What follows belongs to an exercise in optimizing a design on an open flow for small area, a short achievable clock period and few clock cycles; a production flow would make more cautious choices. Only simulation tests tie the RTL to the original design; equivalence was not proved. Power is estimated from default activity; no workload was simulated.

==> flow/run.sh <==
#!/bin/bash
# synth_recipe.tcl (not shown) runs the flow's synth.tcl, then flattens the netlist and writes it again
# the make line also repeats each setting of config.mk as NAME=value (left out here)
make -C /OpenROAD-flow-scripts/flow DESIGN_CONFIG=/design/flow/config.mk WORK_HOME=/design/flow/orfs CLKGATE_MAP_FILE= SYNTH_SCRIPT=/design/flow/synth_recipe.tcl finish
==> flow/config.mk <==
export PLATFORM = sky130hd
export DESIGN_NAME = automaton_top
export DESIGN_NICKNAME = automaton_top
export VERILOG_FILES = /design/flow/design.v
export SDC_FILE = /design/flow/constraint.sdc
export NUM_CORES = 4
export LEC_CHECK = 0
export CAP_MARGIN = 20
export CORE_MARGIN = 2
export CORE_UTILIZATION = 40
export CTS_CLUSTER_DIAMETER = 60
export CTS_CLUSTER_SIZE = 30
export PLACE_DENSITY = 0.75
export SETUP_SLACK_MARGIN = 2.0
export SLEW_MARGIN = 20
export SYNTH_HIERARCHICAL = 1
==> flow/constraint.sdc <==
create_clock -name core_clock -period 5.0 [get_ports {clk}]
set_input_delay 1.0000 -clock core_clock [delete_from_list [all_inputs] [get_ports {clk}]]
set_output_delay 1.0000 -clock core_clock [all_outputs]
set_load 0.01 [all_outputs]
==> flow/design.v <==
`default_nettype none
package automaton_pkg;
  typedef logic [8-1:0]        ste_vec_t;        
  typedef logic [8-1:0]     symbol_t;
  typedef logic [10-1:0]     wb_adr_t;
  typedef logic [32-1:0]    wb_data_t;        
  typedef logic [$clog2(8)-1:0] ste_idx_t;
  typedef logic [16-1:0] report_count_t;
  typedef enum logic {
    BUS_IDLE,
    BUS_ACK
  } bus_state_t;
endpackage
`default_nettype wire
`default_nettype none
module rd_nor2 (
  input  logic [1:0] a,
  output logic       y
);
  assign y = ~|a;
endmodule
module rd_nor2b (
  input  logic a9,
  input  logic a2,
  output logic y
);
  assign y = a9 & ~a2;
endmodule
module rd_nand2 (
  input  logic [1:0] a,
  output logic       y
);
  assign y = ~&a;
endmodule
module rd_nor3 (
  input  logic [1:0] m_n,
  input  logic       t_n,
  output logic       y
);
  assign y = ~(|m_n | t_n);
endmodule
module rd_sa (
  input  logic [1:0] a,
  output logic       y
);
  assign y = (a == 2'(10'h201));
endmodule
module rd_sc (
  input  logic [1:0] a,
  output logic       y
);
  assign y = (a == 2'(10'h202));
endmodule
module rd_t (
  input  logic sa,
  input  logic act,
  input  logic sc,
  input  logic cnt,
  output logic y_n
);
  assign y_n = ~((sa & act) | (sc & cnt));
endmodule
module rd_t_cnt (
  input  logic sc,
  input  logic cnt,
  output logic y_n
);
  assign y_n = ~(sc & cnt);
endmodule
module wb_config_port (
  input  logic                          cyc,
  input  logic                          stb,
  input  logic                          we,
  input  automaton_pkg::wb_adr_t        adr,
  output automaton_pkg::wb_data_t       dat_r,
  output logic                          ack,
  output logic                          cfg_we,
  output logic                          step,
  output logic                          clear,
  input  automaton_pkg::ste_vec_t       active,
  input  automaton_pkg::report_count_t  report_count
);
  logic req;
  logic wr;
  assign req = cyc && stb;
  assign ack = req;
  assign wr  = req && we;
  assign cfg_we = wr && (adr[10-1:7] == '0);
  assign step   = wr && (adr == 10'h200);
  assign clear  = wr && (adr == 10'h203);
  logic [3:0] sel_act;
  logic [3:0] sel_cnt;
  for (genvar c = 0; c < 4; c++) begin : g_sel
    rd_sa u_sa (.a (adr[1:0]), .y (sel_act[c]));
    rd_sc u_sc (.a (adr[1:0]), .y (sel_cnt[c]));
  end
  for (genvar b = 0; b < 32; b++) begin : g_rd
    if (b < 16) begin : g_reg
      logic [3:0] n;     
      logic [1:0] m_n;
      logic       t_n;
      rd_nor2  u_n0 (.a (adr[8:7]), .y (n[0]));
      rd_nor2  u_n1 (.a (adr[6:5]), .y (n[1]));
      rd_nor2  u_n2 (.a (adr[4:3]), .y (n[2]));
      rd_nor2b u_n3 (.a9 (adr[9]), .a2 (adr[2]), .y (n[3]));
      rd_nand2 u_m0 (.a (n[1:0]), .y (m_n[0]));
      rd_nand2 u_m1 (.a (n[3:2]), .y (m_n[1]));
      if (b < 8) begin : g_both
        rd_t u_t (.sa (sel_act[b / 4]), .act (active[b]), .sc (sel_cnt[b / 4]), .cnt (report_count[b]), .y_n (t_n));
      end else begin : g_cnt
        rd_t_cnt u_t (.sc (sel_cnt[b / 4]), .cnt (report_count[b]), .y_n (t_n));
      end
      rd_nor3 u_y (.m_n (m_n), .t_n (t_n), .y (dat_r[b]));
    end else begin : g_zero
      assign dat_r[b] = 1'b0;
    end
  end
endmodule
`default_nettype wire
`default_nettype none
module lk_grp8 (
  input  logic [7:0] c,
  input  logic [7:0] s,
  output logic       y
);
  assign y = |(c & s);
endmodule
module lk_nor2 (
  input  logic [1:0] a,
  output logic       y
);
  assign y = ~|a;
endmodule
module lk_nand2 (
  input  logic [1:0] a,
  output logic       y
);
  assign y = ~&a;
endmodule
module lk_a22oi (
  input  logic a1,
  input  logic a2,
  input  logic b1,
  input  logic b2,
  output logic y
);
  assign y = ~((a1 & a2) | (b1 & b2));
endmodule
module lk_nand4 (
  input  logic [3:0] a,
  output logic       y
);
  assign y = ~&a;
endmodule
module lk_hisel (
  input  logic [7:0] word,
  input  logic [7:0] hi,
  output logic [1:0] y
);
  logic [3:0] p_n;
  for (genvar m = 0; m < 4; m++) begin : g_p
    lk_a22oi u (.a1 (word[2*m]), .a2 (hi[2*m]), .b1 (word[2*m+1]), .b2 (hi[2*m+1]), .y (p_n[m]));
  end
  for (genvar c = 0; c < 2; c++) begin : g_y
    lk_nand4 u (.a (p_n), .y (y[c]));
  end
endmodule
module lk_nand2p (
  input  logic a,
  input  logic b,
  output logic y
);
  assign y = ~(a & b);
endmodule
module lk_nand3p (
  input  logic a,
  input  logic b,
  input  logic c,
  output logic y
);
  assign y = ~(a & b & c);
endmodule
module lk_lodec (
  input  logic [4:0]  s,
  input  logic [4:0]  s_n,
  output logic [31:0] lo
);
  logic [3:0] pa_n;   
  logic [7:0] pb_n;   
  for (genvar a = 0; a < 4; a++) begin : g_pa
    lk_nand2p u (
      .a (a[1] ? s[1] : s_n[1]),
      .b (a[0] ? s[0] : s_n[0]),
      .y (pa_n[a])
    );
  end
  for (genvar v = 0; v < 8; v++) begin : g_pb
    lk_nand3p u (
      .a (v[2] ? s[4] : s_n[4]),
      .b (v[1] ? s[3] : s_n[3]),
      .c (v[0] ? s[2] : s_n[2]),
      .y (pb_n[v])
    );
  end
  for (genvar b = 0; b < 32; b++) begin : g_b
    lk_nor2 u (.a ({pa_n[b % 4], pb_n[b / 4]}), .y (lo[b]));
  end
endmodule
module ste_cell #(
  parameter int STE_ID = 0
) (
  input  logic                     clk,
  input  logic                     rst,
  input  logic                     sel,        
  input  logic [9:0]               ofs_oh,     
  input  automaton_pkg::wb_data_t  wdata,      
  input  logic [4:0]               sym_lo,     
  input  logic [4:0]               sym_lo_n,   
  input  logic [7:0]               hi_oh,      
  output logic [1:0]               class_bit,   
  output automaton_pkg::ste_vec_t  succ,
  output logic                     start,
  output logic                     rep
);
  automaton_pkg::wb_data_t class_q [8];   
  logic [255:0]            class_flat;
  for (genvar k = 0; k < 8; k++) begin : g_word
    always_ff @(posedge clk) begin
      if (rst || (sel && ofs_oh[k])) class_q[k] <= wdata;
    end
    assign class_flat[32*k +: 32] = class_q[k];
  end
  always_ff @(posedge clk) begin
    if (rst || (sel && ofs_oh[4'd8])) succ <= wdata[8-1:0];
    if (rst || (sel && ofs_oh[4'd9])) begin
      start <= wdata[0];
      rep   <= wdata[1];
    end
  end
  logic [31:0] lo_oh;
  logic [31:0] grp;
  logic [15:0] half_n;
  logic [7:0]  word;
  lk_lodec u_dec (.s (sym_lo), .s_n (sym_lo_n), .lo (lo_oh));
  for (genvar m = 0; m < 32; m++) begin : g_grp
    lk_grp8 u (.c (class_flat[8*m +: 8]), .s (lo_oh[8*(m%4) +: 8]), .y (grp[m]));
  end
  for (genvar k = 0; k < 8; k++) begin : g_wrd
    lk_nor2  u_lo (.a (grp[4*k +: 2]),     .y (half_n[2*k]));
    lk_nor2  u_hi (.a (grp[4*k + 2 +: 2]), .y (half_n[2*k+1]));
    lk_nand2 u    (.a (half_n[2*k +: 2]),  .y (word[k]));
  end
  lk_hisel u_hi (.word (word), .hi (hi_oh), .y (class_bit));
endmodule
`default_nettype wire
`default_nettype none
module rt_a22oi (
  input  logic a1,
  input  logic a2,
  input  logic b1,
  input  logic b2,
  output logic y
);
  assign y = ~((a1 & a2) | (b1 & b2));
endmodule
module rt_a221oi (
  input  logic a1,
  input  logic a2,
  input  logic b1,
  input  logic b2,
  input  logic c1,
  output logic y
);
  assign y = ~((a1 & a2) | (b1 & b2) | c1);
endmodule
module rt_nand4 (
  input  logic [3:0] a,
  output logic       y
);
  assign y = ~&a;
endmodule
module rt_sel8 (
  input  logic [7:0] cls,
  input  logic [7:0] g,
  input  logic       h,
  output logic       y
);
  logic [3:0] p_n;
  for (genvar m = 0; m < 3; m++) begin : g_p
    rt_a22oi u (.a1 (cls[2*m]), .a2 (g[2*m]), .b1 (cls[2*m+1]), .b2 (g[2*m+1]), .y (p_n[m]));
  end
  rt_a221oi u_p3 (.a1 (cls[6]), .a2 (g[6]), .b1 (cls[7]), .b2 (g[7]), .c1 (h), .y (p_n[3]));
  rt_nand4 u_y (.a (p_n), .y (y));
endmodule
module rt_flag (
  input  logic clk,
  input  logic d,
  output logic q
);
  always_ff @(posedge clk) q <= d;
endmodule
module rt_inc16 (
  input  logic [15:0] a,
  output logic [15:0] y
);
  assign y = a + 16'd1;
endmodule
module activation_router (
  input  logic                          clk,
  input  logic                          rst,
  input  logic                          step,
  input  logic                          clear,
  input  automaton_pkg::ste_vec_t       class_bits_a,   
  input  automaton_pkg::ste_vec_t       class_bits_b,   
  input  logic [8*8-1:0]      succ,         
  input  automaton_pkg::ste_vec_t       start,
  input  automaton_pkg::ste_vec_t       rep,
  output automaton_pkg::ste_vec_t       active,
  output automaton_pkg::report_count_t  report_count,
  output logic                          report
);
  automaton_pkg::report_count_t count_q;
  automaton_pkg::report_count_t inc_q;
  automaton_pkg::report_count_t inc_next;
  automaton_pkg::ste_vec_t      en;
  automaton_pkg::ste_vec_t      hit_g;
  automaton_pkg::ste_vec_t      active_d;
  logic                         report_d;
  logic                         kill;
  logic                         step_ok;
  assign kill    = rst || clear;
  assign step_ok = step && !kill;
  assign en      = (active | start) & {8{step_ok}};
  assign hit_g   = en & rep;
  for (genvar j = 0; j < 8; j++) begin : g_next
    automaton_pkg::ste_vec_t g;   
    for (genvar i = 0; i < 8; i++) begin : g_src
      assign g[i] = en[i] & succ[i*8 + j];
    end
    rt_sel8 u_sel (
      .cls (j < 8 / 2 ? class_bits_a : class_bits_b),
      .g   (g),
      .h   (!kill && !step && active[j]),
      .y   (active_d[j])
    );
  end
  rt_sel8 u_hit (.cls (class_bits_b), .g (hit_g), .h (1'b0), .y (report_d));
  rt_inc16 u_inc (.a (inc_q), .y (inc_next));
  logic [1:0] report_sel;
  for (genvar c = 0; c < 2; c++) begin : g_rsel
    rt_flag u (.clk (clk), .d (report_d), .q (report_sel[c]));
  end
  for (genvar k = 0; k < 16; k++) begin : g_rc
    assign report_count[k] = report_sel[k / 8] ? inc_q[k] : count_q[k];
  end
  always_ff @(posedge clk) begin
    active <= active_d;
    report <= report_d;   
    if (kill) begin
      count_q <= '0;
      inc_q   <= 16'd1;
    end else if (report) begin
      count_q <= inc_q;   
      inc_q   <= inc_next;
    end
  end
endmodule
`default_nettype wire
`default_nettype none
module automaton_top (
  input  logic                     clk,
  input  logic                     rst,
  input  logic                     cyc,
  input  logic                     stb,
  input  logic                     we,
  input  automaton_pkg::wb_adr_t   adr,
  input  automaton_pkg::wb_data_t  dat_w,
  output automaton_pkg::wb_data_t  dat_r,
  output logic                     ack,
  output logic                     report
);
  logic                         cfg_we;
  logic                         step;
  logic                         clear;
  automaton_pkg::wb_data_t      wdata;
  logic [7:0]                   hi_oh;
    automaton_pkg::ste_vec_t      class_bits_a;
  automaton_pkg::ste_vec_t      class_bits_b;
  logic [8*8-1:0]     succ;             
  automaton_pkg::ste_vec_t      start;
  automaton_pkg::ste_vec_t      rep;
  automaton_pkg::ste_vec_t      active;
  automaton_pkg::report_count_t report_count;
  wb_config_port port_i (
    .cyc          (cyc),
    .stb          (stb),
    .we           (we),
    .adr          (adr),
    .dat_r        (dat_r),
    .ack          (ack),
    .cfg_we       (cfg_we),
    .step         (step),
    .clear        (clear),
    .active       (active),
    .report_count (report_count)
  );
  assign wdata = rst ? '0 : dat_w;
  logic [8-1:0] ste_sel;
  logic [9:0]        ofs_oh;
  for (genvar g = 0; g < 8; g++) begin : g_ste_sel
    assign ste_sel[g] = cfg_we && (adr[6:4] == 3'(g));
  end
  for (genvar k = 0; k < 10; k++) begin : g_ofs
    assign ofs_oh[k] = (adr[3:0] == 4'(k));
  end
  for (genvar k = 0; k < 8; k++) begin : g_hi
    assign hi_oh[k] = (dat_w[7:5] == 3'(k));
  end
  for (genvar g = 0; g < 8; g++) begin : g_ste
    ste_cell #(
      .STE_ID (g)
    ) cell_i (
      .clk       (clk),
      .rst       (rst),
      .sel       (ste_sel[g]),
      .ofs_oh    (ofs_oh),
      .wdata     (wdata),
      .sym_lo    (dat_w[4:0]),
      .sym_lo_n  (~dat_w[4:0]),
      .hi_oh     (hi_oh),
      .class_bit ({class_bits_b[g], class_bits_a[g]}),
      .succ      (succ[g*8 +: 8]),
      .start     (start[g]),
      .rep       (rep[g])
    );
  end
  activation_router router_i (
    .clk        (clk),
    .rst        (rst),
    .step       (step),
    .clear      (clear),
    .class_bits_a (class_bits_a),
    .class_bits_b (class_bits_b),
    .succ       (succ),
    .start      (start),
    .rep        (rep),
    .active       (active),
    .report_count (report_count),
    .report     (report)
  );
endmodule
`default_nettype wire
==> summary.md, run 1 <==
| Metric | Value |
|---|---|
| Outcome | `complete, no violations` |
| CTS buffer count | `approximately 110` |
| Number of nets in the layout | `5006` |
| Proportion of synthesized area in mux cells | `0.006028` |
| Power Total | `35.12 mW` |
| CTS tree | `built` |
| Library cells used by synthesis | `50` |
| Number of sinks handled by clock tree synthesis | `approximately 2200` |
| H-tree depth | `3` |
| Combinational family with the most area after synthesis | `compound AO/OA/AOI/OAI gates` |
| Clock-pin slew on the worst setup and hold paths | `0.09 ns` |
| Number of primary I/O pins | `81` |
| Final clock period utilization by the worst path | `0.6127` |
| Slew at the pin with the worst max-slew slack | `1.175 ns` |
| Data arrival time of the worst path | `3.65 ns` |
| Count of endpoints failing setup in the final report | `0` |
| RSZ-0062 raised after global routing | `true` |
| Routed len/inst | `between 20 and 30 um` |
| Ys flop type | `sky130_fd_sc_hd__edfxtp_1` |
| Total length of routed wires | `approximately 210000 um` |
| Initial cell density of the core | `0.4025` |
| Maximum number of pins on one net before global-route repair | `75` |
| Vias in the first global route | `between 40000 and 50000` |
| Post-Synthesis Cells | `roughly 4700` |
| Cell types occupying the most area after synthesis | `sky130_fd_sc_hd__edfxtp_1 (79%), sky130_fd_sc_hd__a22oi_1 (9.4%), sky130_fd_sc_hd__nand4_1 (2.2%)` |
| Per-instance average area after synthesis | `between 15 and 20 sq um` |
| CTS Buffer Depth | `3` |
| Latest clock arrival within the worst-skew pair | `a little over 0.8 ns` |
| Tightest Hold Check Type | `register to register` |
| DRT antenna net count | `0` |
| Drt drc | `0` |
| Post-placement worst setup slack | `-0.09602 ns` |
| Leak pwr | `29.72 nW` |
| Overall fraction of global-route tracks in use | `0.2002` |
| Total power divided by cell area | `~380 nW/um^2` |
| Critical Path Source Type | `input port` |
| Endpoint type of the worst setup path | `register` |
| Sequential fraction of the synthesis area | `0.7960` |
| Number of hold violations in the final report | `0` |
| Type of the setup path with the least slack | `input port to register` |
| Number of DRC violations after detailed-routing iteration 0 | `about 7500` |
| Number of synthesis warnings | `24` |
| Count of flip-flops with a built-in enable after synthesis | `roughly 2100` |
| Xor and xnor fraction of the mapped netlist area | `0.001507` |
| Filler Cells Inserted | `about 16000` |
| Core Region | `around 200000 sq um` |
| Setup TNS | `0 ns` |
| Combined area of all synthesized cells | `slightly above 80000 sq um` |
| Floorplan die height | `455.0 um` |
| Per-cell via count in the routed design | `approximately 6.2` |
| Headroom to the max-slew limit | `0.2151` |
| Share of cells above drive strength 1 | `0.2233` |
| Number of iterations in the first detailed-routing pass | `6` |
| Count of vias placed by the detailed router | `~48000` |
| Minimum period implied by the final worst setup slack | `around 3.1 ns` |
| Share of flip-flops with an asynchronous set or reset | `0` |
| Area added between synthesis and finish | `14.15%` |
| Die outline area | `a little over 200000 sq um` |
| Initial antenna violation count | `7` |
| Global-route congestion overflow total | `0` |
| Yosys top cell area share | `0.7854` |
| PnR worst setup slack | `around 1.9 ns` |
| Number of standard-cell rows in the floorplan | `165` |
| Worst voltage drop across the vdd grid | `~0.3 mV` |
| GPL Wtd Cong | `0.9360` |
| Final core utilization | `0.4595` |
| Global-route wire length before repair | `slightly above 300000 um` |
| Width of the chip | `~450 um` |
| Fmax | `roughly 330 MHz` |
| CTS root buf | `sky130_fd_sc_hd__clkbuf_16` |
| Total count of max-transition violations in the final report | `0` |
| Simple-gate share of the synthesized area | `0.07603` |
| Post-synthesis compound-gate area fraction | `0.1139` |
| Req. time, crit path | `5.59 ns` |
| Non-filler instance count after layout | `between 7000 and 8000` |
| Maximum fanout count along the critical path | `17` |
| Worst clock skew on the final layout | `about 0.097 ns` |
| Dominant cell type by area after synthesis | `sky130_fd_sc_hd__edfxtp_1` |
| Maxcap violations | `0` |
| Cts-stage hold buffer count | `0` |
| Total of flip-flops plus latches after synthesis | `2171` |
| Port Buffer Count | `64` |
| Synth Area in Adders | `0.0001538` |
| Sum of net half-perimeters after detailed placement | `about 130000 um` |
| Placed Cells incl. Taps | `between 7000 and 8000` |
[worst paths after layout]
path	start	endpoint	slack [ns]	cells after the start
worst max-delay path	dat_w[1]	router_i.report	1.94	13
worst min-delay path	router_i.count_q[12]	router_i.count_q[12]	0.50	2
worst max register to register	g_ste[0].cell_i.class_q[2][11]	router_i.report	2.55	9
worst min register to register	router_i.count_q[12]	router_i.count_q[12]	0.50	2
[per-module statistics from Yosys (local to each module, per instance), excerpt]
| module | cells | area (sq um) |
|---|---|---|
| lk_nand3p | 1 | 5.005 |
| rd_t | 1 | 12.51 |
| rd_nor2b | 1 | 13.76 |
| activation_router | 238 | 2210 |
| rt_a221oi | 1 | 15.01 |
| rd_nor3 | 1 | 10.01 |
| lk_nand2 | 1 | 3.754 |
| rd_sc | 1 | 13.76 |
| rd_nand2 | 1 | 3.754 |
| wb_config_port | 26 | 198.9 |
| lk_grp8 | 5 | 36.28 |
| rt_nand4 | 1 | 6.256 |
| rt_flag | 1 | 20.02 |
| rd_t_cnt | 1 | 3.754 |
| lk_nand2p | 1 | 3.754 |
| rt_inc16 | 41 | 319.1 |
[stage by stage]
step                area [sq um]  hold slack [ns]
CTS                        91830           0.4999
global route               92870           0.5301
floorplan                  81550           0.4561
detailed placement         86660           0.4805
finish                     92870           0.4961
global placement           86630           0.4686
[layout by cell type (no fill, tap or decap), types with 11 or more instances in the layout]
master,n
sky130_fd_sc_hd__and3_2,55
sky130_fd_sc_hd__mux2_2,15
sky130_fd_sc_hd__nand3_1,23
sky130_fd_sc_hd__clkdlybuf4s50_1,30
sky130_fd_sc_hd__buf_2,22
sky130_fd_sc_hd__buf_12,29
sky130_fd_sc_hd__nand2_8,15
sky130_fd_sc_hd__buf_6,22
sky130_fd_sc_hd__dfxtp_1,39
sky130_fd_sc_hd__inv_12,11
sky130_fd_sc_hd__nor2_4,33
sky130_fd_sc_hd__conb_1,17
sky130_fd_sc_hd__a21o_2,54
sky130_fd_sc_hd__nor2_1,205
sky130_fd_sc_hd__nor2_2,230
sky130_fd_sc_hd__a21o_1,16
sky130_fd_sc_hd__nand3_2,34
sky130_fd_sc_hd__a22oi_2,124
sky130_fd_sc_hd__nand2_1,106
sky130_fd_sc_hd__clkbuf_16,109
sky130_fd_sc_hd__buf_4,130
sky130_fd_sc_hd__nand3_4,12
sky130_fd_sc_hd__nand2_4,14
sky130_fd_sc_hd__edfxtp_1,2128
sky130_fd_sc_hd__nor3_2,15
sky130_fd_sc_hd__nor2b_4,54
sky130_fd_sc_hd__nand4_1,281
sky130_fd_sc_hd__mux2i_1,31
sky130_fd_sc_hd__and3_1,18
sky130_fd_sc_hd__a22oi_1,967
[flip-flops by register name (all words and copies together) (netlist names)]
signal / count
router_i.inc_q: 16
router_i.g_rsel.u.q: 2
router_i.report: 1
router_i.count_q: 16
g_ste.cell_i.start: 8
router_i.active: 8
g_ste.cell_i.rep: 8
g_ste.cell_i.succ: 64
g_ste.cell_i.class_q: 2048
[metal layers]
| metal | GRT usage | wire length, um | up-vias |
|---|---|---|---|
| li1 | - | - | 19970 |
| met1 | 0.2510 | 75080 | 24040 |
| met2 | 0.3363 | 103700 | 3211 |
| met3 | 0.03497 | 23130 | 628 |
| met4 | 0.09732 | 11980 | 0 |
| met5 | 0 | 0 | - |
[synth_stat cells, types with 22 or more instances]
cell type and instances:
sky130_fd_sc_hd__nand4_1 281, sky130_fd_sc_hd__dfxtp_1 43, sky130_fd_sc_hd__a22oi_2 67, sky130_fd_sc_hd__a21o_1 80, sky130_fd_sc_hd__nand2_1 140, sky130_fd_sc_hd__edfxtp_1 2128, sky130_fd_sc_hd__mux2i_1 31, sky130_fd_sc_hd__nor2b_4 22
sky130_fd_sc_hd__nor2_1 468, sky130_fd_sc_hd__nand3_1 68, sky130_fd_sc_hd__a22oi_1 1024, sky130_fd_sc_hd__and3_2 55, sky130_fd_sc_hd__nor2b_1 33
[worst max-delay path, stage by stage]
cell                      delay (ns)
sky130_fd_sc_hd__buf_6          0.11
sky130_fd_sc_hd__buf_6          0.28
sky130_fd_sc_hd__nand2_4        0.29
sky130_fd_sc_hd__nor2_4         0.12
sky130_fd_sc_hd__a22oi_1        0.20
sky130_fd_sc_hd__nand4_1        0.26
sky130_fd_sc_hd__nor2_4         0.24
sky130_fd_sc_hd__nand2_1        0.10
sky130_fd_sc_hd__a22oi_2        0.25
sky130_fd_sc_hd__nand4_1        0.22
sky130_fd_sc_hd__buf_6          0.23
sky130_fd_sc_hd__a22oi_2        0.18
sky130_fd_sc_hd__nand4_1        0.14
[repair_timing]
item                                    4_1_cts  5_1_grt
pin swaps                                    33       48
endpoints found under the setup margin     1758      458
setup buffers                                11        4
gates cloned                                  7        1
gates resized for setup                     451      252
[cells by family after synthesis]
group / Yosys count
buffers and inverters: 73
AO/OA/AOI/OAI: 1181
XOR/XNOR: 14
AND/OR/NAND/NOR: 1163
other: 2
flip-flops: 2171
adder cells (fa/ha/maj): 1
multiplexers: 47
[report_power, final]
part	internal [mW]	total (mW)	switching, mW
Sequential	21.5	22.0	0.438
Clock	4.72	10.9	6.13
Combinational	0.553	2.29	1.74
Total	26.8	35.1	8.31
[area by class of cell]
cell class	instances	area, sq um	share of cell area
Inverter	9	48.80	0.0005254
Sequential cell	2171	64770	0.6974
Tap cell	2672	3343	0.03600
Antenna cell	2	5.005	0.00005389
Timing Repair Buffer	247	2456	0.02645
Clock buffer	113	2721	0.02930
Multi-Input combinational cell	2423	18360	0.1977
Clock inverter	84	1164	0.01253
Testbench counts, summed over its fixed seeds: cycles 32,648.
==> run 2: changes to the inputs <==
--- a/flow/config.mk
+++ b/flow/config.mk
@@ -10,7 +10,7 @@
 export CORE_UTILIZATION = 40
 export CTS_CLUSTER_DIAMETER = 60
 export CTS_CLUSTER_SIZE = 30
-export PLACE_DENSITY = 0.75
+export PLACE_DENSITY = 0.85
 export SETUP_SLACK_MARGIN = 2.0
 export SLEW_MARGIN = 20
 export SYNTH_HIERARCHICAL = 1
==> summary.md, run 2 <==
| Metric | Value |
|---|---|
| Maxcap violations | `0 (unchanged)` |
| Count of flip-flops with a built-in enable after synthesis | `2128 (unchanged)` |
| Origin of the worst min-delay path | `router_i.count_q[12] (unchanged)` |
| Share of flip-flops with an asynchronous set or reset | `0 (unchanged)` |
| CTS Buffer Depth | `3 (unchanged)` |
| Cell types occupying the most area after synthesis | `sky130_fd_sc_hd__edfxtp_1 (79%), sky130_fd_sc_hd__a22oi_1 (9.4%), sky130_fd_sc_hd__nand4_1 (2.2%) (unchanged)` |
| Ranking of synthesized cells by instance count | `sky130_fd_sc_hd__edfxtp_1 (2128), sky130_fd_sc_hd__a22oi_1 (1024), sky130_fd_sc_hd__nor2_1 (468) (unchanged)` |
| Library cells used by synthesis | `50 (unchanged)` |
| Flip-flop count of the largest register, all copies and words added | `2048 (unchanged)` |
| Core Region | `202100 sq um (unchanged)` |
| CTS tree | `built (unchanged)` |
| Latest clock arrival within the worst-skew pair | `0.83 ns (was 0.82 ns)` |
| Fmax | `301.4 MHz (was 326.4 MHz)` |
| Initial antenna violation count | `8 (was 7)` |
| Number of nets in the layout | `5017 (was 5006)` |
| Tightest Hold Check Type | `register to register (unchanged)` |
| Critical Path Source Type | `input port (unchanged)` |
| Width of the chip | `455.0 um (unchanged)` |
| Dominant cell type by area after synthesis | `sky130_fd_sc_hd__edfxtp_1 (unchanged)` |
| Data arrival time of the worst path | `3.91 ns (was 3.65 ns)` |
| Maximum number of pins on one net before global-route repair | `73 (was 75)` |
| Overall fraction of global-route tracks in use | `0.2058 (was 0.2002)` |
| Share of cells above drive strength 1 | `0.2426 (was 0.2233)` |
| Floorplan die height | `455.0 um (unchanged)` |
| Combinational family with the most area after synthesis | `compound AO/OA/AOI/OAI gates (unchanged)` |
| Outcome | `complete, no violations (unchanged)` |
| Area of all placed cells without fillers | `93940 sq um (was 92870 sq um)` |
| Headroom to the max-slew limit | `0.2044 (was 0.2151)` |
| Combined area of all synthesized cells | `81360 sq um (unchanged)` |
| Total of flip-flops plus latches after synthesis | `2171 (unchanged)` |
| Largest registers in the final layout | `g_ste.cell_i.class_q (2048), g_ste.cell_i.succ (64) (unchanged)` |
| Routed len/inst | `30.18 um (was 27.70 um)` |
| Per-cell via count in the routed design | `6.582 (was 6.197)` |
| Proportion of synthesized area in mux cells | `0.006028 (unchanged)` |
| Maximum fanout count along the critical path | `14 (was 17)` |
| Per-instance average area after synthesis | `17.49 sq um (unchanged)` |
| Post-Synthesis Cells | `4652 (unchanged)` |
| Sequential fraction of the synthesis area | `0.7960 (unchanged)` |
| Number of primary I/O pins | `81 (unchanged)` |
| Initial cell density of the core | `0.4025 (unchanged)` |
| Number of hold violations in the final report | `0 (unchanged)` |
| Xor and xnor fraction of the mapped netlist area | `0.001507 (unchanged)` |
| Leak pwr | `29.89 nW (was 29.72 nW)` |
| Commonest non-fill, non-tap cell in the layout | `sky130_fd_sc_hd__edfxtp_1 (unchanged)` |
| Slew at the pin with the worst max-slew slack | `1.193 ns (was 1.175 ns)` |
| Highest-count cells in the layout ignoring fill and taps | `sky130_fd_sc_hd__edfxtp_1 (2128), sky130_fd_sc_hd__a22oi_1 (888), sky130_fd_sc_hd__nand4_1 (281), sky130_fd_sc_hd__nor2_2 (217), sky130_fd_sc_hd__a22oi_2 (203) (was sky130_fd_sc_hd__edfxtp_1 (2128), sky130_fd_sc_hd__a22oi_1 (967), sky130_fd_sc_hd__nand4_1 (281), sky130_fd_sc_hd__nor2_2 (230), sky130_fd_sc_hd__nor2_1 (205))` |
| Number of synthesis warnings | `24 (unchanged)` |
| Number of DRC violations after detailed-routing iteration 0 | `8514 (was 7504)` |
| Filler Cells Inserted | `15457 (was 16383)` |
| Global-route congestion overflow total | `0 (unchanged)` |
| Drt drc | `0 (unchanged)` |
| Critical path startpoint | `dat_w[2] (was dat_w[1])` |
| Count of vias placed by the detailed router | `50901 (was 47849)` |
| Minimum period implied by the final worst setup slack | `3.318 ns (was 3.064 ns)` |
| Sum of net half-perimeters after detailed placement | `126500 um (about the same)` |
| Cts-stage hold buffer count | `0 (unchanged)` |
| Post-synthesis compound-gate area fraction | `0.1139 (unchanged)` |
| Total count of max-transition violations in the final report | `0 (unchanged)` |
| Worst clock skew on the final layout | `0.09533 ns (was 0.09669 ns)` |
| Number of iterations in the first detailed-routing pass | `12 (was 6)` |
| Endpoint type of the worst setup path | `register (unchanged)` |
| CTS buffer count | `107 (was 106)` |
| Global-route wire length before repair | `318000 um (was 308700 um)` |
| Library cell with the highest instance count after synthesis | `sky130_fd_sc_hd__edfxtp_1 (unchanged)` |
| Req. time, crit path | `5.59 ns (about the same)` |
| Number of standard-cell rows in the floorplan | `165 (unchanged)` |
| Type of the setup path with the least slack | `input port to register (unchanged)` |
| Count of endpoints failing setup in the final report | `0 (unchanged)` |
| Final core utilization | `0.4648 (was 0.4595)` |
| Area added between synthesis and finish | `15.46% (was 14.15%)` |
| Total power divided by cell area | `378.3 nW/um^2 (was 378.2 nW/um^2)` |
| Vias in the first global route | `48443 (was 46823)` |
| Port Buffer Count | `64 (unchanged)` |
| H-tree depth | `3 (unchanged)` |
| Number of sinks handled by clock tree synthesis | `2171 (unchanged)` |
| Yosys top cell area share | `0.7854 (unchanged)` |
| Worst reg2reg path startpoint | `g_ste[4].cell_i.class_q[6][2] (was g_ste[0].cell_i.class_q[2][11])` |
| GPL Wtd Cong | `0.9269 (was 0.9360)` |
| CTS root buf | `sky130_fd_sc_hd__clkbuf_16 (unchanged)` |
| Die outline area | `207000 sq um (unchanged)` |
| DRT antenna net count | `0 (unchanged)` |
| Setup TNS | `0 ns (unchanged)` |
| Worst voltage drop across the vdd grid | `0.3012 mV (was 0.3068 mV)` |
| Synth Area in Adders | `0.0001538 (unchanged)` |
| Simple-gate share of the synthesized area | `0.07603 (unchanged)` |
| Clock-pin slew on the worst setup and hold paths | `0.08 ns (was 0.09 ns)` |
| Register bank with the most flops | `g_ste.cell_i.class_q (unchanged)` |
| Ys flop type | `sky130_fd_sc_hd__edfxtp_1 (unchanged)` |
| Final clock period utilization by the worst path | `0.6636 (was 0.6127)` |
| Total length of routed wires | `233400 um (was 213900 um)` |
| Placed Instance Area | `86500 sq um (was 86660 sq um)` |
| RSZ-0062 raised after global routing | `true (unchanged)` |
## run 2: through the flow
step	hold slack (ns)	worst slack (ns)	power [mW]	cells
after floorplan	0.4561	1.475	23.23	4667
after global placement	0.4684	0.04958	24.19	7475
after detailed placement	0.4824	-0.01089	24.36	7476
after CTS	0.5002	1.967	35.03	7704
after global routing	0.5232	1.692	36.20	7731
final	0.4961	1.682	35.54	7733
## run 2: modules after synthesis (local to each module, per instance), excerpt
module,times used,flip-flops and latches,cells inside,cell area (sq um)
rt_inc16,1,0,41,319.1
lk_nand4,16,0,1,6.256
automaton_top,1,0,70,575.6
lk_grp8,256,0,5,36.28
lk_nand2p,32,0,1,3.754
rt_a221oi,9,0,1,15.01
rd_t_cnt,8,0,1,3.754
wb_config_port,1,0,26,198.9
lk_nand3p,64,0,1,5.005
lk_nand2,64,0,1,3.754
rd_nand2,32,0,1,3.754
lk_a22oi,32,0,1,12.51
rd_sc,4,0,1,13.76
lk_nor2,384,0,1,3.754
## run 2: report_power, final
group	internal [mW]	switching [mW]
sequential	21.5	0.521
clock	4.86	6.16
combinational	0.594	1.86
total	27.0	8.54
## run 2: layout make-up
type	count	area, sq um	area share
Multi-Input combinational cell	2423	19160	0.2040
Sequential cell	2171	64770	0.6895
Inverter	9	52.55	0.0005594
Antenna cell	4	10.01	0.0001066
Tap cell	2672	3343	0.03559
Clock buffer	117	2799	0.02979
Clock inverter	80	1087	0.01157
Timing Repair Buffer	257	2713	0.02888
## run 2: path summary, 6_finish.rpt
check	to	slack (ns)	depth (start not counted)
worst max-delay path	router_i.report	1.68	15
worst min-delay path	router_i.count_q[12]	0.50	2
worst max register to register	router_i.report	2.42	9
worst min register to register	router_i.count_q[12]	0.50	2
## run 2: what timing repair did
item | 4_1_cts | 5_1_grt
setup endpoints to repair | 2123 | 585
gates cloned | 8 | 5
buffers inserted | 23 | 18
resized for setup | 492 | 370
pin swaps | 39 | 107
## run 2: worst max-delay path: stages
cell                         delay, ns
sky130_fd_sc_hd__buf_12           0.12
sky130_fd_sc_hd__clkinvlp_4       0.11
sky130_fd_sc_hd__buf_12           0.15
sky130_fd_sc_hd__buf_8            0.18
sky130_fd_sc_hd__nand3_1          0.26
sky130_fd_sc_hd__nor2_1           0.24
sky130_fd_sc_hd__a22oi_1          0.28
sky130_fd_sc_hd__nand4_1          0.20
sky130_fd_sc_hd__nor2_1           0.22
sky130_fd_sc_hd__nand2_1          0.13
sky130_fd_sc_hd__a22oi_2          0.25
sky130_fd_sc_hd__nand4_1          0.17
sky130_fd_sc_hd__buf_6            0.19
sky130_fd_sc_hd__a22oi_2          0.19
sky130_fd_sc_hd__nand4_1          0.16
## run 2: logic make-up after synthesis
| group | after synthesis |
|---|---|
| flip-flops | 2171 |
| buffers and inverters | 73 |
| multiplexers | 47 |
| AND/OR/NAND/NOR | 1163 |
| other | 2 |
| AO/OA/AOI/OAI | 1181 |
| adder cells (fa/ha/maj) | 1 |
| XOR/XNOR | 14 |
## run 2: metal layers
metal | GRT usage | vias up | share of wire
li1 | - | 20008 | -
met1 | 0.2417 | 24865 | 0.30
met2 | 0.3413 | 4842 | 0.47
met3 | 0.04553 | 1184 | 0.14
met4 | 0.1342 | 2 | 0.084
met5 | 0 | - | 0.000056
==> run 3: changes to the inputs <==
--- a/flow/design.v
+++ b/flow/design.v
@@ -183,7 +183,8 @@
 module lk_lodec (
   input  logic [4:0]  s,
   input  logic [4:0]  s_n,
-  output logic [31:0] lo
+  output logic [31:0] lo_a,   
+  output logic [31:0] lo_b
 );
   logic [3:0] pa_n;   
   logic [7:0] pb_n;   
@@ -203,7 +204,8 @@
     );
   end
   for (genvar b = 0; b < 32; b++) begin : g_b
-    lk_nor2 u (.a ({pa_n[b % 4], pb_n[b / 4]}), .y (lo[b]));
+    lk_nor2 u_a (.a ({pa_n[b % 4], pb_n[b / 4]}), .y (lo_a[b]));
+    lk_nor2 u_b (.a ({pa_n[b % 4], pb_n[b / 4]}), .y (lo_b[b]));
   end
 endmodule
 module ste_cell #(
@@ -237,13 +239,14 @@
       rep   <= wdata[1];
     end
   end
-  logic [31:0] lo_oh;
+  logic [31:0] lo_oh_a;   
+  logic [31:0] lo_oh_b;   
   logic [31:0] grp;
   logic [15:0] half_n;
   logic [7:0]  word;
-  lk_lodec u_dec (.s (sym_lo), .s_n (sym_lo_n), .lo (lo_oh));
+  lk_lodec u_dec (.s (sym_lo), .s_n (sym_lo_n), .lo_a (lo_oh_a), .lo_b (lo_oh_b));
   for (genvar m = 0; m < 32; m++) begin : g_grp
-    lk_grp8 u (.c (class_flat[8*m +: 8]), .s (lo_oh[8*(m%4) +: 8]), .y (grp[m]));
+    lk_grp8 u (.c (class_flat[8*m +: 8]), .s (m < 16 ? lo_oh_a[8*(m%4) +: 8] : lo_oh_b[8*(m%4) +: 8]), .y (grp[m]));
   end
   for (genvar k = 0; k < 8; k++) begin : g_wrd
     lk_nor2  u_lo (.a (grp[4*k +: 2]),     .y (half_n[2*k]));
--- a/flow/config.mk
+++ b/flow/config.mk
@@ -10,7 +10,7 @@
 export CORE_UTILIZATION = 40
 export CTS_CLUSTER_DIAMETER = 60
 export CTS_CLUSTER_SIZE = 30
-export PLACE_DENSITY = 0.85
+export PLACE_DENSITY = 0.75
 export SETUP_SLACK_MARGIN = 2.0
 export SLEW_MARGIN = 20
 export SYNTH_HIERARCHICAL = 1
==> summary.md, run 3 <==
| Metric | Value |
|---|---|
| Worst R2R Setup Slack | `2.62 ns (was 2.42 ns)` |
| Count of flip-flops with a built-in enable after synthesis | `2128 (unchanged)` |
| Tightest Hold Check Type | `register to register (unchanged)` |
| Library cell with the highest instance count after synthesis | `sky130_fd_sc_hd__edfxtp_1 (unchanged)` |
| Req. time, crit path | `5.63 ns (was 5.59 ns)` |
| Initial cell density of the core | `0.4024 (was 0.4025)` |
| Area added between synthesis and finish | `15.53% (was 15.46%)` |
| Total area of sequential cells | `64770 sq um (unchanged)` |
| Fmax | `328.1 MHz (was 301.4 MHz)` |
| Count of vias placed by the detailed router | `50082 (was 50901)` |
| Flip-flop count of the largest register, all copies and words added | `2048 (unchanged)` |
| Maximum number of pins on one net before global-route repair | `73 (unchanged)` |
| CTS root buf | `sky130_fd_sc_hd__clkbuf_16 (unchanged)` |
| PnR worst setup slack | `1.952 ns (was 1.682 ns)` |
| Critical path startpoint | `dat_w[4] (was dat_w[2])` |
| Number of primary I/O pins | `81 (unchanged)` |
| Internal power of the cells | `27.29 mW (was 27.00 mW)` |
| Global-route congestion overflow total | `0 (unchanged)` |
| H-tree depth | `3 (unchanged)` |
| Worst Reg2Reg Path Length in Cells | `9 (unchanged)` |
| Number of DRC violations after detailed-routing iteration 0 | `7288 (was 8514)` |
| Highest-count cells in the layout ignoring fill and taps | `sky130_fd_sc_hd__edfxtp_1 (2128), sky130_fd_sc_hd__a22oi_1 (927), sky130_fd_sc_hd__nor2_1 (676), sky130_fd_sc_hd__nand4_1 (281), sky130_fd_sc_hd__a22oi_2 (164) (was sky130_fd_sc_hd__edfxtp_1 (2128), sky130_fd_sc_hd__a22oi_1 (888), sky130_fd_sc_hd__nand4_1 (281), sky130_fd_sc_hd__nor2_2 (217), sky130_fd_sc_hd__a22oi_2 (203))` |
| Dominant cell type by area after synthesis | `sky130_fd_sc_hd__edfxtp_1 (unchanged)` |
| CTS Buffer Depth | `3 (unchanged)` |
| Slew at the pin with the worst max-slew slack | `1.199 ns (was 1.193 ns)` |
| Routed len/inst | `27.84 um (was 30.18 um)` |
| Floorplan die height | `457.7 um (was 455.0 um)` |
| Number of standard-cell rows in the floorplan | `166 (was 165)` |
| Count of endpoints failing setup in the final report | `0 (unchanged)` |
| Latest clock arrival within the worst-skew pair | `0.83 ns (about the same)` |
| Ranking of synthesized cells by instance count | `sky130_fd_sc_hd__edfxtp_1 (2128), sky130_fd_sc_hd__a22oi_1 (1024), sky130_fd_sc_hd__nor2_1 (724) (was sky130_fd_sc_hd__edfxtp_1 (2128), sky130_fd_sc_hd__a22oi_1 (1024), sky130_fd_sc_hd__nor2_1 (468))` |
| Initial antenna violation count | `5 (was 8)` |
| Drt drc | `0 (unchanged)` |
| Minimum period implied by the final worst setup slack | `3.048 ns (was 3.318 ns)` |
| Total length of routed wires | `225100 um (was 233400 um)` |
| Number of hold violations in the final report | `0 (unchanged)` |
| Commonest non-fill, non-tap cell in the layout | `sky130_fd_sc_hd__edfxtp_1 (unchanged)` |
| Worst voltage drop across the vdd grid | `0.3407 mV (was 0.3012 mV)` |
| Part of the power in the clock network | `0.322 (was 0.310)` |
| Worst reg2reg path startpoint | `g_ste[0].cell_i.class_q[0][21] (was g_ste[4].cell_i.class_q[6][2])` |
| Fraction of power consumed by sequential logic | `0.609 (was 0.621)` |
| Sum of net half-perimeters after detailed placement | `132600 um (was 126500 um)` |
| Sequential fraction of the synthesis area | `0.7867 (was 0.7960)` |
| Ys flop type | `sky130_fd_sc_hd__edfxtp_1 (unchanged)` |
| Global-route wire length before repair | `318300 um (was 318000 um)` |
| Cell types occupying the most area after synthesis | `sky130_fd_sc_hd__edfxtp_1 (78%), sky130_fd_sc_hd__a22oi_1 (9.3%), sky130_fd_sc_hd__nor2_1 (3.3%) (was sky130_fd_sc_hd__edfxtp_1 (79%), sky130_fd_sc_hd__a22oi_1 (9.4%), sky130_fd_sc_hd__nand4_1 (2.2%))` |
| Worst clock skew on the final layout | `0.04373 ns (was 0.09533 ns)` |
| Overall fraction of global-route tracks in use | `0.2037 (was 0.2058)` |
| Post-Synthesis Cells | `4908 (was 4652)` |
| GPL Wtd Cong | `0.9068 (was 0.9269)` |
| Placed Cells incl. Taps | `7802 (was 7476)` |
| Non-filler instance count after layout | `8085 (was 7733)` |
| Endpoint type of the worst setup path | `register (unchanged)` |
| Per-cell via count in the routed design | `6.194 (was 6.582)` |
| Number of sinks handled by clock tree synthesis | `2171 (unchanged)` |
| Headroom to the max-slew limit | `0.2005 (was 0.2044)` |
| Cts-stage hold buffer count | `0 (unchanged)` |
| Maximum fanout count along the critical path | `8 (was 14)` |
| CTS buffer count | `118 (was 107)` |
| Combined area of the multi-input logic cells | `19040 sq um (was 19160 sq um)` |
| Register bank with the most flops | `g_ste.cell_i.class_q (unchanged)` |
| Leak pwr | `30.87 nW (was 29.89 nW)` |
| Type of the setup path with the least slack | `input port to register (unchanged)` |
| Final core utilization | `0.4649 (was 0.4648)` |
| Number of synthesis warnings | `24 (unchanged)` |
| Setup TNS | `0 ns (unchanged)` |
| RSZ-0062 raised after global routing | `true (unchanged)` |
| Core Region | `204600 sq um (was 202100 sq um)` |
| Width of the chip | `457.7 um (was 455.0 um)` |
| Switching power share of the total | `0.2431 (was 0.2402)` |
| Share of cells above drive strength 1 | `0.1954 (was 0.2426)` |
| DRT antenna net count | `0 (unchanged)` |
| Filler Cells Inserted | `16579 (was 15457)` |
| Total power divided by cell area | `379.1 nW/um^2 (was 378.3 nW/um^2)` |
| Relative contribution of combinational cells to total power | `0.068 (was 0.069)` |
| Library cells used by synthesis | `50 (unchanged)` |
| Share of flip-flops with an asynchronous set or reset | `0 (unchanged)` |
| Largest registers in the final layout | `g_ste.cell_i.class_q (2048), g_ste.cell_i.succ (64) (unchanged)` |
| Port Buffer Count | `64 (unchanged)` |
| Total count of max-transition violations in the final report | `0 (unchanged)` |
| Per-instance average area after synthesis | `16.77 sq um (was 17.49 sq um)` |
| Number of nets in the layout | `5338 (was 5017)` |
| Final clock period utilization by the worst path | `0.6095 (was 0.6636)` |
| Reg-to-reg endpoint | `router_i.report (unchanged)` |
| Switching power of the nets | `8.765 mW (was 8.539 mW)` |
| Yosys top cell area share | `0.7763 (was 0.7854)` |
| CP endpoint | `router_i.report (unchanged)` |
| Vias in the first global route | `48549 (was 48443)` |
| Post-placement worst setup slack | `0.1051 ns (was -0.01089 ns)` |
| Data arrival time of the worst path | `3.68 ns (was 3.91 ns)` |
| CTS tree | `built (unchanged)` |
| Hold path cells | `2 (unchanged)` |
| Final worst hold slack | `0.5040 ns (was 0.4961 ns)` |
| Critical Path Source Type | `input port (unchanged)` |
| Total of flip-flops plus latches after synthesis | `2171 (unchanged)` |
| Maxcap violations | `0 (unchanged)` |
| Die outline area | `209400 sq um (was 207000 sq um)` |
| Number of iterations in the first detailed-routing pass | `9 (was 12)` |
| Combined area of all synthesized cells | `82320 sq um (was 81360 sq um)` |
| Clock-pin slew on the worst setup and hold paths | `0.10 ns (was 0.08 ns)` |
| Outcome | `complete, no violations (unchanged)` |
[run 3: changes by cell type after synthesis]
| cell | change |
|---|---|
| sky130_fd_sc_hd__nor2_1 | +256 |
[run 3: metrics by stage]
step | instance area (sq um) | power, mW
2_1_floorplan | 82580 | 23.28
6_report | 95110 | 36.05
3_5_place_dp | 88160 | 24.49
4_1_cts | 93760 | 35.94
3_3_place_gp | 88100 | 24.36
5_1_grt | 95100 | 36.94
[run 3: cell type report]
cell class                 count  area share
clock buffer                 124     0.03151
sequential                  2171      0.6811
tap                         2688     0.03536
multi-input combinational   2680      0.2002
clock inverter                99     0.01464
antenna                        4   0.0001052
inverter                       9   0.0005657
timing repair buffer         310     0.03651
[run 3: critical path, cell delays in order]
cell and delay [ns]:
sky130_fd_sc_hd__buf_8 0.11, sky130_fd_sc_hd__clkinvlp_4 0.10, sky130_fd_sc_hd__buf_12 0.15, sky130_fd_sc_hd__clkbuf_16 0.21, sky130_fd_sc_hd__nand3_4 0.26, sky130_fd_sc_hd__nor2_4 0.08, sky130_fd_sc_hd__a22oi_1 0.20, sky130_fd_sc_hd__nand4_1 0.17
sky130_fd_sc_hd__nor2_1 0.14, sky130_fd_sc_hd__nand2_1 0.07, sky130_fd_sc_hd__a22oi_2 0.25, sky130_fd_sc_hd__nand4_1 0.29, sky130_fd_sc_hd__buf_6 0.24, sky130_fd_sc_hd__a22oi_2 0.20, sky130_fd_sc_hd__nand4_1 0.19
[run 3: cells by family after synthesis]
logic type,Yosys count,synth area share
AO/OA/AOI/OAI,1181,0.1126
adder cells (fa/ha/maj),1,0.0001520
buffers and inverters,73,0.006171
XOR/XNOR,14,0.001489
other,2,0.00009123
flip-flops,2171,0.7867
multiplexers,47,0.005958
AND/OR/NAND/NOR,1419,0.08682
[run 3: metal layers]
metal	up-vias	share of wire	global-route usage
met5	-	0.000044	0
met4	2	0.056	0.09781
met3	623	0.11	0.03763
met2	3305	0.48	0.3362
met1	25187	0.36	0.2597
li1	20965	-	-
[run 3: worst min-delay path by stage]
| stage | end | startpoint | slack, ns |
|---|---|---|---|
| detailed placement | router_i.count_q[10] | router_i.count_q[10] | 0.48 |
| CTS | router_i.count_q[10] | router_i.count_q[10] | 0.50 |
| floorplan | router_i.count_q[0] | router_i.count_q[0] | 0.46 |
| global route | router_i.count_q[10] | router_i.count_q[10] | 0.53 |
| finish | router_i.count_q[12] | router_i.count_q[12] | 0.50 |
| global placement | router_i.count_q[9] | router_i.count_q[9] | 0.47 |
[run 3: modules after synthesis (local to each module, per instance), excerpt]
module     times used  cell area (sq um)  cells inside  flip-flops and latches
rd_sa               2              13.76             1                       0
rd_nand2           32              3.754             1                       0
rd_t_cnt            8              3.754             1                       0
lk_nand2p          32              3.754             1                       0
rt_a22oi           27              12.51             1                       0
rd_nor2b           16              13.76             1                       0
lk_nand3p          64              5.005             1                       0
rd_nor2            48              3.754             1                       0
rd_sc               4              13.76             1                       0
rt_a221oi           9              15.01             1                       0
lk_nand4           16              6.256             1                       0
lk_nand2           64              3.754             1                       0
[run 3: timing repair]
item	4_1_cts	5_1_grt
gates resized for setup	307	233
buffers inserted	17	16
pin swaps	49	106
cloned	12	11
endpoints found under the setup margin	2105	124
[run 3: power groups by stage]
| stage | Clock, mW | Combinational [mW] | Sequential, mW |
|---|---|---|---|
| after floorplan | 0 | 1.08 | 22.2 |
| after global placement | 0 | 2.07 | 22.3 |
| after detailed placement | 0 | 2.13 | 22.4 |
| after CTS | 11.7 | 2.28 | 21.9 |
| after global routing | 12.3 | 2.55 | 22.1 |
| final | 11.6 | 2.46 | 22.0 |
Testbench counts of run 3, summed over its fixed seeds: cycles 32,648.

## port drivers added, routing unchanged
The flow's constraints put no driver on any port. The routed layouts listed below were extracted and timed again, unchanged, in two steps.
Step 1 (the two cells are an assumption about what drives the block):
set clk [get_ports {clk}]
set_driving_cell -lib_cell sky130_fd_sc_hd__clkbuf_16 $clk
set_driving_cell -lib_cell sky130_fd_sc_hd__buf_2 [delete_from_list [all_inputs] $clk]
Step 2 also shifts input and output timing later by t, the mid clock arrival at the registers, as if the neighbouring blocks saw the same clock.
Three values: ideal, step 1, step 2; two values: the first two.
run	shift t [ns]	slack for setup (ns)	hold WS [ns]	worst setup path at the end	latest minus earliest clock arrival (ns)
run 1	0.848	1.936 / 1.961 / 1.121	0.496 / 0.496 / 0.496	input to register	0.107 / 0.107
run 2	0.861	1.682 / 1.627 / 0.766	0.496 / 0.496 / 0.496	input to register	0.104 / 0.104
run 3	0.885	1.952 / 1.900 / 1.054	0.504 / 0.504 / 0.504	input to register	0.064 / 0.064
After both steps every run listed still meets setup and hold. The setup slack of run 2, which loses most, moves by -0.055 ns with the drivers and by -0.916 ns with both steps.
